This design comes from an exercise in tuning for small area, a short achievable clock period and few clock cycles per item on the open sky130 flow, not from production work. The RTL was checked by simulation tests, not by an equivalence proof against the original design.

==> flow/design.v (excerpt) <==
module sha1_message_digest (
  input  logic        clk_i,
  input  logic        rst_ni,
  input  logic        in_valid_i,
  output logic        in_ready_o,
  input  logic [7:0]  data_byte_i,
  input  logic        byte_present_i,
  input  logic        last_i,
  output logic        out_valid_o,
  input  logic        out_ready_i,
  output logic [31:0] digest_word_o,
  output logic [2:0]  word_index_o,
  output logic        last_word_o
);
  localparam logic [1:0] S_IN   = 2'd0;   
  localparam logic [1:0] S_PAD  = 2'd1;   
  localparam logic [1:0] S_FILL = 2'd2;   
  function automatic logic [31:0] rotl(logic [31:0] x, int unsigned n);
    rotl = (x << n) | (x >> (32 - n));
  endfunction
  function automatic logic [31:0] iv(int unsigned i);
    iv = sha1_pkg::Iv[32*i +: 32];
  endfunction
  logic [31:0] ib_q [16];          
  logic [31:0] w_q [16];           
  logic [31:0] a_q, b_q, c_q, d_q, e_q;
  logic [31:0] h_q [5];
  logic [31:0] pre_q;              
  logic        pv_q;               
  logic [6:0]  pt_q;               
  logic        busy_q;             
  logic        efin_q;             
  logic        ibf_q;              
  logic        ifin_q;             
  logic [3:0]  fidx_q;             
  logic [60:0] cnt_q;              
  logic [1:0]  st_q;
  logic        len_ok_q;           
  logic        first_q;            
  logic        init_q;             
  logic        out_q;              
  logic [2:0]  oidx_q;
  logic        last_q;             
  logic        rv_q, sv_q;
  logic [9:0]  rb_q, sb_q;         
  logic       r_last, r_pres, r_free, acc, in_acc, take, pad_do, fill_do;
  logic [7:0] r_byte;
  logic [1:0] pos;
  assign {r_last, r_pres, r_byte} = rb_q;
  assign pos = cnt_q[1:0];
  assign in_acc     = rv_q && (st_q == S_IN) && (!r_pres || !ibf_q);
  ...
make LEC_CHECK=0 ABC_CLOCK_PERIOD_IN_PS=3500 CAP_MARGIN=20 CORE_MARGIN=2 CORE_UTILIZATION=40 SLEW_MARGIN=20 finish   # period 8.0 ns
run.sh (not shown) runs the stock make flow with config.mk's settings and CLKGATE_MAP_FILE= SYNTH_SCRIPT=/design/flow/synth_recipe.tcl, a recipe that flattens the netlist after the stock synthesis.
Testbench counts at the start, summed over its fixed seeds: cycles 69,889, bytes 46,322.
Next try:
- ABC_CLOCK_PERIOD_IN_PS: 3500 -> 3000
- SETUP_SLACK_MARGIN: not set -> 5
- TNS_END_PERCENT: not set -> 0
Result:
- The new run finished clean
- worst setup slack improves by 1.6 ns
- synthesized cell count does not change
- critical path depth is lower by 1
- fmax rises by 36%
- clock-buffer cell count fell by 29

sha1_message_digest, a different RTL version from the one above (not shown whole).
For scale: about 7000 cells after synthesis, about 1600 flip-flops, roughly 71000 sq um of cells after synthesis.
==> flow/config.mk <==
export PLATFORM = sky130hd
export DESIGN_NAME = sha1_message_digest
export DESIGN_NICKNAME = sha1_message_digest
export VERILOG_FILES = /design/flow/design.v
export SDC_FILE = /design/flow/constraint.sdc
export NUM_CORES = 4
export LEC_CHECK = 0
export ABC_CLOCK_PERIOD_IN_PS = 3000
export CAP_MARGIN = 10
export CORE_MARGIN = 2
export CORE_UTILIZATION = 60
export CTS_BUF_LIST = sky130_fd_sc_hd__clkbuf_8
export SETUP_SLACK_MARGIN = 5
export SLEW_MARGIN = 10
export TNS_END_PERCENT = 0
==> flow/constraint.sdc <==
create_clock -name core_clock -period 8.0 [get_ports {clk_i}]
set_input_delay 1.6000 -clock core_clock [delete_from_list [all_inputs] [get_ports {clk_i}]]
set_output_delay 1.6000 -clock core_clock [all_outputs]
set_load 0.01 [all_outputs]
The first run ran to the end with no violations.
Testbench counts at the start, summed over its fixed seeds: cycles 69,889, bytes 46,322.
==> next run, changes <==
Settings changed: CAP_MARGIN 10 to 20, CTS_BUF_LIST sky130_fd_sc_hd__clkbuf_8 to default, SLEW_MARGIN 10 to 20.
Outcome: Die area does not change; setup slack improves by 49 ps; maximum frequency climbs slightly; critical path depth climbs by 2; non-clock buffer count drops by 6; cell count drops by a few percent; routed wire length drops slightly.
==> next run, changes <==
Settings changed: CTS_BUF_LIST from default to sky130_fd_sc_hd__clkbuf_8, TNS_END_PERCENT 0 to 5.
=>
- core utilization came out higher by 1.2 points
- non-clock buffer count rose by 120
- clock skew rose by 27 ps
- sequential share of layout area is lower by 0.86 points
- first-iteration DRC count drops by a few percent

sha1_message_digest, a different RTL version from the one above (not shown whole).
Size: about 5300 cells after synthesis, roughly 52 I/O pins, roughly 0.065 mm² of cells after synthesis.
export LEC_CHECK = 0
export ABC_CLOCK_PERIOD_IN_PS = 3000
export CAP_MARGIN = 20
export CORE_MARGIN = 2
export CORE_UTILIZATION = 55
export CTS_BUF_LIST = sky130_fd_sc_hd__clkbuf_8
export PLACE_DENSITY = 0.65
export SETUP_SLACK_MARGIN = 5
export SLEW_MARGIN = 20
export TNS_END_PERCENT = 0
create_clock -name core_clock -period 8.0 [get_ports {clk_i}]
The starting point finished clean.
Testbench counts at the start, summed over its fixed seeds: cycles 70,019, bytes 46,322.
Change:
--- a/flow/config.mk
+++ b/flow/config.mk
@@ -11 +11 @@
-export CORE_UTILIZATION = 55
+export CORE_UTILIZATION = 60
@@ -13 +12,0 @@
-export PLACE_DENSITY = 0.65
Effect:
- The new run ran to the end with no violations
- final area shrinks by 1.5%
Change:
--- a/flow/config.mk
+++ b/flow/config.mk
@@ -12 +11,0 @@
-export CTS_BUF_LIST = sky130_fd_sc_hd__clkbuf_8
=> The changed run completed with no timing, DRC or antenna violations; setup slack is better by 0.038 ns; global-route usage stays flat; cell count is lower by 2.3%; die area does not change; synthesized cell count does not change; fmax came out higher by 0.99%; routed wire length came out lower by 0.42%.

sha1_message_digest, a different RTL version from the one above (not shown whole).
Size: ~6500 cells after synthesis, roughly 1600 flip-flops, ~52 I/O pins, ~68000 um2 of cells after synthesis.
Settings: LEC_CHECK=0, ABC_CLOCK_PERIOD_IN_PS=3000, CAP_MARGIN=20, CORE_MARGIN=2, CORE_UTILIZATION=60, CTS_BUF_LIST=sky130_fd_sc_hd__clkbuf_8, SETUP_SLACK_MARGIN=5, SLEW_MARGIN=20, TNS_END_PERCENT=0; clock period 8.0 ns.
The first run finished clean.
Testbench counts at the start, summed over its fixed seeds: cycles 69,889, bytes 46,322.
Change:
CORE_UTILIZATION = 40   (was 60)
CTS_BUF_LIST = default   (was sky130_fd_sc_hd__clkbuf_8)
TNS_END_PERCENT = default   (was 0)
Synthesized area is unchanged.
Utilization shrinks by 16 points.
Hold slack got worse by 0.018 ns.
Final area goes up by 16%.
Die area climbs by about 50%.

sha1_message_digest, a different RTL version from the one above (not shown whole).
Size in the first run: ~6,900 cells after synthesis, roughly 1,600 flip-flops, ~52 I/O pins.
Design sha1_message_digest, start of the top module:
module sha1_message_digest (
  input  logic        clk_i,
  input  logic        rst_ni,
  input  logic        in_valid_i,
  output logic        in_ready_o,
  input  logic [7:0]  data_byte_i,
  input  logic        byte_present_i,
  input  logic        last_i,
  output logic        out_valid_o,
  input  logic        out_ready_i,
  output logic [31:0] digest_word_o,
  output logic [2:0]  word_index_o,
  output logic        last_word_o
);
make LEC_CHECK=0 ABC_CLOCK_PERIOD_IN_PS=3000 CAP_MARGIN=20 CORE_MARGIN=2 CORE_UTILIZATION=70 CTS_BUF_LIST=sky130_fd_sc_hd__clkbuf_8 CTS_CLUSTER_SIZE=30 SETUP_SLACK_MARGIN=5 SLEW_MARGIN=20 TNS_END_PERCENT=0 finish   # period 8.0 ns
The starting point went through all stages and came out clean.
Testbench counts at the start, summed over its fixed seeds: cycles 69,889, bytes 46,322.
Change:
- CORE_UTILIZATION: 70 -> 60
- CTS_CLUSTER_SIZE: 30 -> unset
Effect:
- The changed run produced a clean layout
- maximum frequency rose by 6.1%
- global-route usage fell by 4.5 points
- sequential share of layout area fell by 0.40 points
- non-clock buffer count rose by 9
- worst setup slack gets better by 0.24 ns
- worst hold slack gets worse by 0.045 ns

Setup of v6:
RTL: one of the versions met above, not the one the previous note started from.
Size in the first run: about 1,600 flip-flops, ~71,000 um^2 of cells after synthesis.
Design sha1_message_digest, start of the top module:
module sha1_message_digest (
  input  logic        clk_i,
  input  logic        rst_ni,
  input  logic        in_valid_i,
  output logic        in_ready_o,
  input  logic [7:0]  data_byte_i,
  input  logic        byte_present_i,
  input  logic        last_i,
  output logic        out_valid_o,
  input  logic        out_ready_i,
  output logic [31:0] digest_word_o,
  output logic [2:0]  word_index_o,
  output logic        last_word_o
);
export LEC_CHECK = 0
export ABC_CLOCK_PERIOD_IN_PS = 3000
export CAP_MARGIN = 20
export CORE_MARGIN = 2
export CORE_UTILIZATION = 60
export CTS_BUF_LIST = sky130_fd_sc_hd__clkbuf_8
export PLACE_DENSITY = 0.72
export SETUP_SLACK_MARGIN = 5
export SLEW_MARGIN = 20
export TNS_END_PERCENT = 0
create_clock -name core_clock -period 8.0 [get_ports {clk_i}]
v6: PASS, flow complete, no timing, DRC or antenna violations
Testbench counts of v6, summed over its fixed seeds: cycles 69,889, bytes 46,322.
#### Input delta (v7 over v6)
- PLACE_DENSITY no longer set, was 0.72
### Flow results
Looking at the reports, v7 completed the entire flow and the layout it produced met the timing, DRC and antenna checks. Delta (v7 minus v6): post-route non-filler standard cell count saw a decrease, smallest setup slack after layout saw a decrease, total iterations of the first detailed-routing run saw a decrease, portion of the clock cycle consumed by the worst path in the final layout saw an increase. Between v7 and v6, the wire length on met1 is higher for v7. Changes observed in v7 relative to v6: final cell area excluding filler cells lost about 0.6%, count of buffers not belonging to the clock network in the layout lost 27.

## port drivers added, routing unchanged
In the flow no input, the clock included, has a driving cell. The finished layouts below were timed again as built, in two steps.
Step 1 sets driving cells, clkbuf_16 on the clock port and buf_2 on the other inputs (assumed; they add their load-dependent delay and slew).
Step 2, shift: input delay + t, output delay - t, t = (earliest + latest rising clock arrival at the registers) / 2. This alone moves slack from input paths to output paths.
Three values: no drivers, after step 1, after step 2; two values: the first two.
run | t (ns) | slack for setup (ns) | slew at the worst register clock pin (ns)
the first run of note 1 | 0.876 | 2.126 / 2.126 / 2.126 | 0.07 / 0.07
the second run of note 1 | 0.889 | 3.678 / 3.678 / 3.660 | 0.07 / 0.07
the first run of note 2 | 1.006 | 4.185 / 4.185 / 3.762 | 0.07 / 0.07
the second run of note 2 | 0.859 | 4.235 / 4.235 / 3.742 | 0.07 / 0.07
the third run of note 2 | 1.019 | 4.189 / 4.189 / 3.747 | 0.07 / 0.07
the first run of note 3 | 0.992 | 4.272 / 4.235 / 3.736 | 0.07 / 0.07
the second run of note 3 | 1.006 | 4.054 / 4.054 / 3.975 | 0.07 / 0.07
the third run of note 3 | 0.857 | 4.092 / 4.092 / 3.944 | 0.07 / 0.07
the first run of note 4 | 0.981 | 3.643 / 3.643 / 3.643 | 0.07 / 0.07
the second run of note 4 | 0.875 | 3.830 / 3.830 / 3.830 | 0.07 / 0.07
the first run of note 5 | 0.970 | 3.836 / 3.836 / 3.836 | 0.08 / 0.08
the second run of note 5 | 1.014 | 4.077 / 4.018 / 3.470 | 0.07 / 0.07
v6 | 1.028 | 4.228 / 4.228 / 3.568 | 0.07 / 0.07
v7 | 1.010 | 4.194 / 4.194 / 3.748 | 0.07 / 0.07
After both steps setup and hold are still met in every run listed. For v6, which loses most, drivers alone change the setup slack by 0.000 ns; drivers and shift together by -0.660 ns.
